Source: an optimization exercise on an open RTL-to-GDS flow (aim: small area and a short achievable clock period). Production flows keep margins and buffers that such runs may drop. RTL that was checked went through simulation tests only; none was proved equivalent to the original. Power is estimated from default activity; no workload was simulated.

==> inputs of run a <==
// mem_io_responder
module mem_io_responder #(
  parameter int MEM_AW   = 7,
  parameter int N_LED    = 10,
  parameter int N_SW     = 10,
  parameter int PRESCALE = 100,
  parameter int PS_W     = 7
) (
  input  logic              Clock,
  input  logic              Resetn,
  input  logic [15:0]       ADDR,
  input  logic [15:0]       DOUT,
  input  logic              W,
  output logic [15:0]       DIN,
  input  logic [N_SW-1:0]   SW,
  output logic [N_LED-1:0]  LEDR,
  output logic              Tick_flag
);
==> module mio_aoi, before the edit <==
module mio_aoi #(
  parameter int N = 3
) (
  input  logic [N-1:0] s,
  input  logic [N-1:0] d,
  output logic         y_n
);
  assign y_n = ~|(s & d);
endmodule
==> module mio_and, before the edit <==
module mio_and #(
  parameter int N = 43
) (
  input  logic [N-1:0] a_n,
  output logic         y_n
);
  assign y_n = &a_n;
endmodule
==> module mio_hold, before the edit <==
module mio_hold (
  input  logic q,
  input  logic we,
  input  logic we_n,
  input  logic d,
  output logic y
);
  assign y = (q | we) & (we_n | d);
endmodule
==> module mio_fin, before the edit <==
module mio_fin (
  input  logic rd_n,
  input  logic ram_rd_n,
  input  logic oth_n,
  output logic y
);
  assign y = ~((ram_rd_n | rd_n) & oth_n);
endmodule
==> module mio_predec, before the edit <==
module mio_predec #(
  parameter int N = 3
) (
  input  logic [N-1:0]    a,
  output logic [2**N-1:0] y_n
);
  always_comb
    for (int k = 0; k < 2**N; k++) y_n[k] = a != N'(k);
endmodule
==> module mem_io_responder, before the edit <==
module mem_io_responder #(
  parameter int MEM_AW   = 7,
  parameter int N_LED    = 10,
  parameter int N_SW     = 10,
  parameter int PRESCALE = 100,
  parameter int PS_W     = 7
) (
  input  logic              Clock,
  input  logic              Resetn,
  input  logic [15:0]       ADDR,
  input  logic [15:0]       DOUT,
  input  logic              W,
  output logic [15:0]       DIN,
  input  logic [N_SW-1:0]   SW,
  output logic [N_LED-1:0]  LEDR,
  output logic              Tick_flag
);
  localparam int NW = 2**MEM_AW;
  localparam int NG = NW / 8;
  logic [NW-1:0][15:0] mem;
  logic [15:0] din_q, din_d, cnt_q, cnt_d, rld_q, rld_d, rd_n, oth;
  logic [N_LED-1:0] led_q, led_d;
  logic [N_SW-1:0] sw1_q, sw2_q;
  logic [PS_W-1:0] ps_q, ps_d;
  logic en_q, en_d, ar_q, ar_d, flag_q, flag_d;
  logic sel_ram, sel_led, sel_sw, sel_tmr, wr_cnt, wr_ctl, run, tick, cnt_one;
  logic [NW-1:0] rsel, wsel, wsel_n;
  logic [NW-1:0][15:0] mem_d;
  localparam int NT = (NW + 2) / 3;
  logic [15:0][NT-1:0] trm_n;
  assign sel_ram = ADDR[15:12] == 4'h0;
  assign sel_led = ADDR[15:12] == 4'h1;
  assign sel_sw  = ADDR[15:12] == 4'h2;
  assign sel_tmr = ADDR[15:12] == 4'h3;
  assign wr_cnt  = W && sel_tmr && !ADDR[0];
  assign wr_ctl  = W && sel_tmr && ADDR[0];
  assign cnt_one = cnt_q == 16'd1;
  assign run     = en_q && cnt_q != '0;
  assign tick    = run && ps_q == PS_W'(PRESCALE - 1);
  logic ram_rd, ram_wr;
  assign ram_rd = sel_ram && !W;
  assign ram_wr = sel_ram && W;
  logic [7:0] pl_n, pw_n;
  logic [NG-1:0] ph_n;
  mio_predec #(.N(3)) u_pl (.a(ADDR[2:0]), .y_n(pl_n));
  mio_predec #(.N(MEM_AW-3)) u_ph (.a(ADDR[MEM_AW-1:3]), .y_n(ph_n));
  assign pw_n = pl_n | {8{!ram_wr}};
  always_comb
    for (int i = 0; i < NW; i++) begin
      rsel[i]   = !(pl_n[i%8] || ph_n[i/8]);
      wsel[i]   = !(pw_n[i%8] || ph_n[i/8]);
      wsel_n[i] = pw_n[i%8] || ph_n[i/8];
    end
  for (genvar b = 0; b < 16; b++) begin : g_bit
    for (genvar t = 0; t < NT; t++) begin : g_trm
      localparam int N = (NW - 3*t) < 3 ? (NW - 3*t) : 3;
      logic [N-1:0] d;
      for (genvar j = 0; j < N; j++) begin : g_w
        assign d[j] = mem[t*3 + j][b];
      end
      mio_aoi #(.N(N)) u_ao (.s(rsel[t*3 +: N]), .d(d), .y_n(trm_n[b][t]));
    end
    mio_and #(.N(NT)) u_and (.a_n(trm_n[b]), .y_n(rd_n[b]));
  end
  always_comb begin
    led_d  = W && sel_led ? DOUT[N_LED-1:0] : led_q;
    ps_d   = (wr_cnt || tick || !run) ? '0 : ps_q + PS_W'(1);
    cnt_d  = wr_cnt ? DOUT : !tick ? cnt_q : cnt_one ? (ar_q ? rld_q : '0) : cnt_q - 16'd1;
    rld_d  = wr_cnt ? DOUT : rld_q;
    en_d   = wr_ctl ? DOUT[0] : en_q;
    ar_d   = wr_ctl ? DOUT[1] : ar_q;
    flag_d = (tick && cnt_one) || (flag_q && !(wr_ctl && DOUT[2]));
    oth    = ({16{ram_wr}} & DOUT) |
             ({16{sel_led}} & 16'(led_d)) |
             ({16{sel_sw}}  & 16'(sw2_q)) |
             ({16{sel_tmr && ADDR[0]}} & {13'b0, flag_d, ar_d, en_d}) |
             ({16{sel_tmr && !ADDR[0]}} & cnt_d);
  end
  for (genvar b = 0; b < 16; b++) begin : g_fin
    mio_fin u_fin (.rd_n(rd_n[b]), .ram_rd_n(!ram_rd), .oth_n(!oth[b]), .y(din_d[b]));
  end
  always_ff @(posedge Clock or negedge Resetn)
    if (!Resetn) begin
      din_q  <= '0;
      led_q  <= '0;
      sw1_q  <= '0;
      sw2_q  <= '0;
      cnt_q  <= '0;
      rld_q  <= '0;
      ps_q   <= '0;
      en_q   <= 1'b0;
      ar_q   <= 1'b0;
      flag_q <= 1'b0;
    end else begin
      din_q  <= din_d;
      led_q  <= led_d;
      sw1_q  <= SW;
      sw2_q  <= sw1_q;
      cnt_q  <= cnt_d;
      rld_q  <= rld_d;
      ps_q   <= ps_d;
      en_q   <= en_d;
      ar_q   <= ar_d;
      flag_q <= flag_d;
    end
  for (genvar i = 0; i < NW; i++) begin : g_word
    for (genvar b = 0; b < 16; b++) begin : g_b
      mio_hold u_hold (.q(mem[i][b]), .we(wsel[i]), .we_n(wsel_n[i]), .d(DOUT[b]), .y(mem_d[i][b]));
    end
  end
  always_ff @(posedge Clock)
    mem <= mem_d;
  assign DIN       = din_q;
  assign LEDR      = led_q;
  assign Tick_flag = flag_q;
endmodule
==> flow/config.mk <==
export PLATFORM = sky130hd
export DESIGN_NAME = mem_io_responder
export DESIGN_NICKNAME = mem_io_responder
export VERILOG_FILES = /design/flow/design.v
export SDC_FILE = /design/flow/constraint.sdc
export NUM_CORES = 4
export LEC_CHECK = 0
export CAP_MARGIN = 20
export CORE_MARGIN = 2
export CORE_UTILIZATION = 50
export CTS_BUF_LIST = sky130_fd_sc_hd__clkbuf_16
export CTS_CLUSTER_DIAMETER = 100
export CTS_CLUSTER_SIZE = 25
export SLEW_MARGIN = 20
export SYNTH_HIERARCHICAL = 1
==> flow/constraint.sdc <==
create_clock -name core_clock -period 10.0 [get_ports {Clock}]
set_input_delay 2.0000 -clock core_clock [delete_from_list [all_inputs] [get_ports {Clock}]]
set_output_delay 2.0000 -clock core_clock [all_outputs]
set_load 0.01 [all_outputs]
standard.sh (not shown) runs the stock make flow with config.mk's settings and CLKGATE_MAP_FILE= SYNTH_SCRIPT=/design/flow/synth_recipe.tcl, a recipe that flattens the netlist after the stock synthesis.
==> flow/flow/run.sh <==
#!/bin/bash
set -euo pipefail
MARGIN=$(cat flow/margin.txt)
bash standard.sh SETUP_SLACK_MARGIN=$MARGIN finish > flow_make.log 2>&1 || { tail -50 flow_make.log; exit 1; }
tail -5 flow_make.log
==> flow/flow/margin.txt <==
6.5
==> run b (differences from run a) <==
==> flow/design.v (replaced) <==
module mem_io_responder #(
  parameter int MEM_AW   = 7,
  parameter int N_LED    = 10,
  parameter int N_SW     = 10,
  parameter int PRESCALE = 100,
  parameter int PS_W     = 16
) (
  input  logic              Clock,
  input  logic              Resetn,
  input  logic [15:0]       ADDR,
  input  logic [15:0]       DOUT,
  input  logic              W,
  output logic [15:0]       DIN,
  input  logic [N_SW-1:0]   SW,
  output logic [N_LED-1:0]  LEDR,
  output logic              Tick_flag
);
  logic [15:0] mem [2**MEM_AW];
  logic [15:0] din_q, din_d, cnt_q, cnt_d, rld_q, rld_d;
  logic [N_LED-1:0] led_q, led_d;
  logic [N_SW-1:0] sw1_q, sw2_q;
  logic [PS_W-1:0] ps_q, ps_d;
  logic en_q, en_d, ar_q, ar_d, flag_q, flag_d;
  logic sel_ram, sel_led, sel_sw, sel_tmr, wr_cnt, wr_ctl, run, tick, unused_addr;
  logic [MEM_AW-1:0] idx;
  assign idx         = ADDR[MEM_AW-1:0];
  assign sel_ram     = ADDR[15:12] == 4'h0;
  assign sel_led     = ADDR[15:12] == 4'h1;
  assign sel_sw      = ADDR[15:12] == 4'h2;
  assign sel_tmr     = ADDR[15:12] == 4'h3;
  assign wr_cnt      = W && sel_tmr && !ADDR[0];
  assign wr_ctl      = W && sel_tmr && ADDR[0];
  assign run         = en_q && cnt_q != '0;
  assign tick        = run && ps_q == PS_W'(PRESCALE - 1);
  assign unused_addr = ^ADDR[11:MEM_AW];
  always_comb begin
    led_d  = W && sel_led ? DOUT[N_LED-1:0] : led_q;
    ps_d   = (wr_cnt || tick || !run) ? '0 : ps_q + PS_W'(1);
    cnt_d  = wr_cnt ? DOUT : !tick ? cnt_q : cnt_q == 16'd1 ? (ar_q ? rld_q : '0) : cnt_q - 16'd1;
    rld_d  = wr_cnt ? DOUT : rld_q;
    en_d   = wr_ctl ? DOUT[0] : en_q;
    ar_d   = wr_ctl ? DOUT[1] : ar_q;
    flag_d = (tick && cnt_q == 16'd1) || (flag_q && !(wr_ctl && DOUT[2]));
    din_d  = sel_ram ? (W ? DOUT : mem[idx]) :
             sel_led ? 16'(led_d) :
             sel_sw  ? 16'(sw2_q) :
             sel_tmr ? (ADDR[0] ? {13'b0, flag_d, ar_d, en_d} : cnt_d) : '0;
  end
  always_ff @(posedge Clock or negedge Resetn)
    if (!Resetn) begin
      din_q  <= '0;
      led_q  <= '0;
      sw1_q  <= '0;
      sw2_q  <= '0;
      cnt_q  <= '0;
      rld_q  <= '0;
      ps_q   <= '0;
      en_q   <= 1'b0;
      ar_q   <= 1'b0;
      flag_q <= 1'b0;
    end else begin
      din_q  <= din_d;
      led_q  <= led_d;
      sw1_q  <= SW;
      sw2_q  <= sw1_q;
      cnt_q  <= cnt_d;
      rld_q  <= rld_d;
      ps_q   <= ps_d;
      en_q   <= en_d;
      ar_q   <= ar_d;
      flag_q <= flag_d;
    end
  always_ff @(posedge Clock)
    if (W && sel_ram) mem[idx] <= DOUT;
  assign DIN       = din_q;
  assign LEDR      = led_q;
  assign Tick_flag = flag_q;
endmodule
==> flow/run.sh (new file) <==
#!/bin/bash
# synth_recipe.tcl (not shown) runs the flow's synth.tcl, then flattens the netlist and writes it again
# the make line also repeats each setting of config.mk as NAME=value (left out here)
make -C /OpenROAD-flow-scripts/flow DESIGN_CONFIG=/design/flow/config.mk WORK_HOME=/design/flow/orfs CLKGATE_MAP_FILE= SYNTH_SCRIPT=/design/flow/synth_recipe.tcl finish
Settings changed: CORE_UTILIZATION 50 to 40, CTS_BUF_LIST sky130_fd_sc_hd__clkbuf_16 to unset, CTS_CLUSTER_DIAMETER 100 to unset, CTS_CLUSTER_SIZE 25 to unset, SYNTH_HIERARCHICAL 1 to unset.
removed: flow/flow/run.sh
removed: flow/flow/margin.txt
removed: flow/standard.sh
==> summary.txt <==
Run b went through all stages and came out clean. Run a ran to the end with no violations.
In run b the critical path depth is higher than in run a, by 1.
In run b the count of clock-buffer cells in the layout is higher than in run a, by 168.
Between run b and run a, the lower first-iteration DRC count is in run b (gap about 14%, measured against run a).
Between run b and run a, the lower maximum frequency is in run b (gap about 33%, measured against run a).
Between run a and run b, the lower power is in run a (gap about 26%, measured against run b).
Of run b and run a, run b has the higher clock skew (gap 0.018 ns).
In run a the via count is higher than in run b, by 26%.
In run a the routed wire length is larger than in run b, by 2.9%.
Of run a and run b, run a has the higher utilization (gap 16 points).
Against run b, the hold slack of run a is higher by 0.0037 ns.
For run a, only the layout was checked, not whether the RTL still works.

## separate check: timing with driven ports
No port has a modelled driver above. Below, the same layouts with a new extraction and two added sets of constraints. Step 1, drivers: a clkbuf_16 drives Clock and a buf_2 each remaining input, both assumed. Step 2 adds t to the input delays and takes it off the output delays; t is the mean of the earliest and latest rising clock arrival at the registers after step 1. Input paths then give back, and output paths get back, about the clock's delay inside the block. Three values: ideal, step 1, step 2; two values: the first two.
| run | t, ns | slack for setup (ns) | worst setup path at the end |
|---|---|---|---|
| run a | 0.825 | 5.583 / 5.509 / 4.684 | input to register |
| run b | 0.927 | 3.432 / 3.441 / 2.513 | input to register |
After both steps setup and hold are still met in every run listed. For run b, which loses most, drivers alone change the setup slack by +0.009 ns; drivers and shift together by -0.919 ns.
